From an optimization exercise on the open Yosys and OpenROAD flow, aimed at small area and a short achievable clock period; shortcuts taken in it are not production practice.
Function was checked by simulation only, so behaviour that the tests miss may differ from the original.

run 4:
## single_particle_acceptance_cut
module single_particle_acceptance_cut #(
	parameter int unsigned MOMENTUM_BITS = 24
) (
	input  wire logic                            clk,
	input  wire logic                            arst_n,
	input  wire logic                            start,
	output logic                                 busy,
	input  wire logic [23:0]                     energy,
	input  wire logic signed [MOMENTUM_BITS-1:0] mom_x,
	input  wire logic signed [MOMENTUM_BITS-1:0] mom_y,
	input  wire logic signed [MOMENTUM_BITS-1:0] mom_z,
	output logic                                 done,
	output logic                                 accept,
	output logic [1:0]                           reject_reason,
	output logic [4:0]                           rapidity_bin
);
For scale: roughly 6300 cells after synthesis, ~1200 flip-flops, ~110 I/O pins.
Settings: LEC_CHECK=0, ABC_CLOCK_PERIOD_IN_PS=9000, CAP_MARGIN=20, CORE_MARGIN=2, CORE_UTILIZATION=40, SLEW_MARGIN=20, TNS_END_PERCENT=20; clock period 14.0 ns.
standard.sh (not shown) runs the stock make flow with config.mk's settings and CLKGATE_MAP_FILE= SYNTH_SCRIPT=/design/flow/synth_recipe.tcl, a recipe that flattens the netlist after the stock synthesis.
==> flow/flow/run.sh <==
#!/bin/bash
# Standard ORFS layout (the standard.sh, unchanged synthesis), with the
# resizer asked for more setup slack than the period needs, so that timing
# repair shortens the critical paths. Clock period and constraints unchanged.
cd "$(dirname "$0")/.."
MARGIN=$(cat flow/margin.txt 2>/dev/null || echo 5)
export SETUP_SLACK_MARGIN=$MARGIN
echo "setup slack margin $SETUP_SLACK_MARGIN" > run_flow.log
cp standard.sh standard_copy.sh.txt 2>/dev/null
bash standard.sh >> run_flow.log 2>&1
==> flow/flow/margin.txt <==
9.8
> inputs changed (run 4 -> run 1)
Settings: CORE_UTILIZATION: 40 -> 65; TNS_END_PERCENT: 20 -> unset.
Notes after the runs:
Run 4 → run 1: data required time at the worst endpoint roughly the same; first-pass GRT wire length higher; final cycle utilization of the critical path went down by 0.96 points. The number of logic inverters in the finished layout on run 4 is in line with that on run 1. Cell count after placement was higher in run 4 than in run 1. Run 4 → run 1: slack of the critical path increased by 0.13 ns relative to the old numbers, routed length on met3 increased by 39% relative to the old numbers, wire length increased by about 6% relative to the old numbers.

========
Starting RTL as in the previous note.
// single_particle_acceptance_cut
module single_particle_acceptance_cut #(
	parameter int unsigned MOMENTUM_BITS = 24
) (
	input  wire logic                            clk,
	input  wire logic                            arst_n,
	input  wire logic                            start,
	output logic                                 busy,
	input  wire logic [23:0]                     energy,
	input  wire logic signed [MOMENTUM_BITS-1:0] mom_x,
	input  wire logic signed [MOMENTUM_BITS-1:0] mom_y,
	input  wire logic signed [MOMENTUM_BITS-1:0] mom_z,
	output logic                                 done,
	output logic                                 accept,
	output logic [1:0]                           reject_reason,
	output logic [4:0]                           rapidity_bin
);
==> flow/config.mk <==
export PLATFORM = sky130hd
export DESIGN_NAME = single_particle_acceptance_cut
export DESIGN_NICKNAME = single_particle_acceptance_cut
export VERILOG_FILES = /design/flow/design.v
export SDC_FILE = /design/flow/constraint.sdc
export NUM_CORES = 4
export LEC_CHECK = 0
export ABC_CLOCK_PERIOD_IN_PS = 9000
export CAP_MARGIN = 20
export CORE_MARGIN = 2
export CORE_UTILIZATION = 40
export SLEW_MARGIN = 20
==> flow/constraint.sdc <==
create_clock -name core_clock -period 14.0 [get_ports {clk}]
set_input_delay 2.8000 -clock core_clock [delete_from_list [all_inputs] [get_ports {clk}]]
set_output_delay 2.8000 -clock core_clock [all_outputs]
set_load 0.01 [all_outputs]
==> flow/flow/margin.txt <==
9.7
Scripts as last shown in full above: flow/flow/run.sh
The first run completed with no timing, DRC or antenna violations.
Next try:
==> flow/flow/margin.txt (replaced) <==
10.0
First-iteration DRC count drops by 8.6%.
Synthesized area does not change.
Setup slack improves by 0.12 ns.
Global-route usage climbs by 0.54 points.
Non-clock buffer count climbs by 112.
Final cell count climbs by 1.3%.
Worst hold slack improves by 0.011 ns.
Wire length climbs by 3.0%.

========
single_particle_acceptance_cut, a different RTL version from the one above (not shown whole).
Size: roughly 7500 cells after synthesis, roughly 1200 flip-flops, roughly 110 I/O pins.
// single_particle_acceptance_cut
module single_particle_acceptance_cut #(
	parameter int unsigned MOMENTUM_BITS = 24
) (
	input  wire logic                            clk,
	input  wire logic                            arst_n,
	input  wire logic                            start,
	output logic                                 busy,
	input  wire logic [23:0]                     energy,
	input  wire logic signed [MOMENTUM_BITS-1:0] mom_x,
	input  wire logic signed [MOMENTUM_BITS-1:0] mom_y,
	input  wire logic signed [MOMENTUM_BITS-1:0] mom_z,
	output logic                                 done,
	output logic                                 accept,
	output logic [1:0]                           reject_reason,
	output logic [4:0]                           rapidity_bin
);
	assign busy = 1'b0;
	logic [23:0] e_s1, pz_s1;
	always_ff @(posedge clk) begin
		e_s1  <= energy;
		pz_s1 <= mom_z;
	end
	logic [4:0] cnt_w;
	logic       eq_w, rz_w;
	spac_rap u_rap (.clk(clk), .e_i(e_s1), .pz_i(pz_s1),
		.cnt_o(cnt_w), .eq_o(eq_w), .rz_o(rz_w));
	logic [4:0] cls_w;
	spac_pt u_pt (.clk(clk), .mom_x(mom_x), .mom_y(mom_y), .cls_o(cls_w));
	logic [4:0] cls_d1;
	always_ff @(posedge clk) cls_d1 <= cls_w;
	logic [4:0] cls_d2;
	always_ff @(posedge clk) cls_d2 <= cls_d1;
	logic [4:0] cls_d3;
	always_ff @(posedge clk) cls_d3 <= cls_d2;
	logic [4:0] cls_d4;
	always_ff @(posedge clk) cls_d4 <= cls_d3;
	logic [4:0] cls_d5;
	always_ff @(posedge clk) cls_d5 <= cls_d4;
	logic [4:0] cls_d6;
	always_ff @(posedge clk) cls_d6 <= cls_d5;
	logic [4:0] cls_d7;
	always_ff @(posedge clk) cls_d7 <= cls_d6;
	logic [4:0] cls_d8;
	always_ff @(posedge clk) cls_d8 <= cls_d7;
	logic [4:0] cls_d9;
	always_ff @(posedge clk) cls_d9 <= cls_d8;
	logic [4:0] cls_d10;
  ...
Settings: LEC_CHECK=0, ABC_AREA=1, ABC_CLOCK_PERIOD_IN_PS=9000, CAP_MARGIN=20, CORE_MARGIN=2, CORE_UTILIZATION=40, SLEW_MARGIN=20; clock period 14.0 ns.
==> flow/flow/run.sh <==
#!/bin/bash
# Standard ORFS layout (the standard.sh, unchanged synthesis), with the
# resizer asked for more setup slack than the period needs, so that timing
# repair shortens the critical paths, and the port buffers made with the
# plain buf_1 cell. Clock period and constraints unchanged.
cd "$(dirname "$0")/.."
MARGIN=$(cat flow/margin.txt 2>/dev/null || echo 5)
export SETUP_SLACK_MARGIN=$MARGIN
export BUFFER_PORTS_ARGS="-buffer_cell sky130_fd_sc_hd__buf_1"
echo "setup slack margin $SETUP_SLACK_MARGIN, port buffers: $BUFFER_PORTS_ARGS" > run_flow.log
bash standard.sh >> run_flow.log 2>&1
==> flow/flow/margin.txt <==
10.0
Next try:
==> flow/flow/run.sh (replaced) <==
#!/bin/bash
# Standard ORFS layout (the standard.sh, unchanged synthesis), with the
# resizer asked for more setup slack than the period needs, so that timing
# repair shortens the critical paths. Clock period and constraints unchanged.
cd "$(dirname "$0")/.."
MARGIN=$(cat flow/margin.txt 2>/dev/null || echo 5)
export SETUP_SLACK_MARGIN=$MARGIN
echo "setup slack margin $SETUP_SLACK_MARGIN" > run_flow.log
cp standard.sh standard_copy.sh.txt 2>/dev/null
bash standard.sh >> run_flow.log 2>&1
==> flow/flow/margin.txt (replaced) <==
9.8
--- a/flow/config.mk
+++ b/flow/config.mk
@@ -8 +7,0 @@
-export ABC_AREA = 1
After rerunning:
- The changed run finished clean
- clock-buffer cell count decreases by 4
- non-clock buffer count decreases by 102
- die area increases by 0.64%
- wire length decreases by 8.2%
- final area decreases by 0.92%
- register-to-register slack is worse by 0.19 ns
- worst hold slack is better by 0.016 ns
- maximum frequency decreases by 1.9%

========
single_particle_acceptance_cut again, from the RTL that the note above started with.
==> flow/config.mk <==
export PLATFORM = sky130hd
export DESIGN_NAME = single_particle_acceptance_cut
export DESIGN_NICKNAME = single_particle_acceptance_cut
export VERILOG_FILES = /design/flow/design.v
export SDC_FILE = /design/flow/constraint.sdc
export NUM_CORES = 4
export LEC_CHECK = 0
export ABC_AREA = 1
export ABC_CLOCK_PERIOD_IN_PS = 9000
export CAP_MARGIN = 20
export CORE_MARGIN = 2
export CORE_UTILIZATION = 40
export SLEW_MARGIN = 20
==> flow/constraint.sdc <==
create_clock -name core_clock -period 14.0 [get_ports {clk}]
set_input_delay 2.8000 -clock core_clock [delete_from_list [all_inputs] [get_ports {clk}]]
set_output_delay 2.8000 -clock core_clock [all_outputs]
set_load 0.01 [all_outputs]
==> flow/flow/run.sh <==
#!/bin/bash
# Standard ORFS layout (the standard.sh, unchanged synthesis), with the
# resizer asked for more setup slack than the period needs, so that timing
# repair shortens the critical paths, and the port buffers made with the
# plain buf_1 cell. Clock period and constraints unchanged.
cd "$(dirname "$0")/.."
MARGIN=$(cat flow/margin.txt 2>/dev/null || echo 5)
export SETUP_SLACK_MARGIN=$MARGIN
export BUFFER_PORTS_ARGS="-buffer_cell sky130_fd_sc_hd__buf_1"
echo "setup slack margin $SETUP_SLACK_MARGIN, port buffers: $BUFFER_PORTS_ARGS" > run_flow.log
bash standard.sh >> run_flow.log 2>&1
==> flow/flow/margin.txt <==
9.6
Rerun with:
Settings changed: ABC_AREA 1 to unset.
The changed run went through all stages and came out clean.
Die area grows by 0.64%.
Non-clock buffer count shrinks by 16.
Via count shrinks by 10%.
Cell area hardly moves.
Synthesized cell count shrinks by 19%.
Final cell count shrinks by 15%.

========
Starting RTL as in the previous note.
clock: 14.0 ns
lec_check: 0
abc_area: 1
abc_clock_period_in_ps: 9000
cap_margin: 20
core_margin: 2
core_utilization: 40
slew_margin: 20
==> flow/flow/margin.txt <==
9.8
Scripts as last shown in full above: flow/flow/run.sh
Rerun with:
==> flow/flow/margin.txt (replaced) <==
10.2
ABC_AREA = unset   (was 1)
Outcome: Synthesized area grows by 0.65%; cell area grows by 5.2%; hold slack gets better by 0.0093 ns; wire length shrinks by 2.3%.

==> port drivers added, routing unchanged <==
Ports are ideal in the flow. The routed layouts listed here were re-timed in OpenROAD. Step 1 (the two cells are an assumption about what drives the block):
set clk [get_ports {clk}]
set_driving_cell -lib_cell sky130_fd_sc_hd__clkbuf_16 $clk
set_driving_cell -lib_cell sky130_fd_sc_hd__buf_2 [delete_from_list [all_inputs] $clk]
Step 2 times the ports against the registers' clock, not the clock port: input delays grow and output delays shrink by t, the midpoint of the rising clock arrivals with the driver on. Three values: ideal ports, drivers, drivers and shift; two values: the first two.
| run | shift t [ns] | setup slack, ns | slew at the worst register clock pin (ns) | pins driven straight from the clock port |
|---|---|---|---|---|
| run 4 | 0.824 | 9.608 / 9.539 / 9.608 | 0.06 / 0.06 | 1 |
| run 1 | 0.824 | 9.743 / 9.743 / 9.743 | 0.07 / 0.07 | 1 |
| the first run of note 2 | 0.825 | 9.768 / 9.719 / 9.762 | 0.06 / 0.06 | 1 |
| the second run of note 2 | 0.817 | 9.887 / 9.881 / 9.777 | 0.06 / 0.06 | 1 |
| the first run of note 3 | 0.825 | 9.952 / 9.879 / 9.401 | 0.06 / 0.06 | 1 |
| the second run of note 3 | 0.826 | 9.872 / 9.793 / 9.341 | 0.07 / 0.07 | 1 |
| the first run of note 4 | 0.822 | 9.824 / 9.824 / 9.449 | 0.06 / 0.06 | 1 |
| the second run of note 4 | 0.823 | 9.856 / 9.856 / 9.856 | 0.06 / 0.06 | 1 |
| the first run of note 5 | 0.827 | 9.951 / 9.878 / 9.429 | 0.06 / 0.06 | 1 |
| the second run of note 5 | 0.821 | 9.980 / 9.903 / 9.763 | 0.06 / 0.06 | 1 |
After both steps every run listed still meets setup and hold. For the first run of note 3, which loses most, drivers alone change the setup slack by -0.073 ns; drivers and shift together by -0.551 ns.
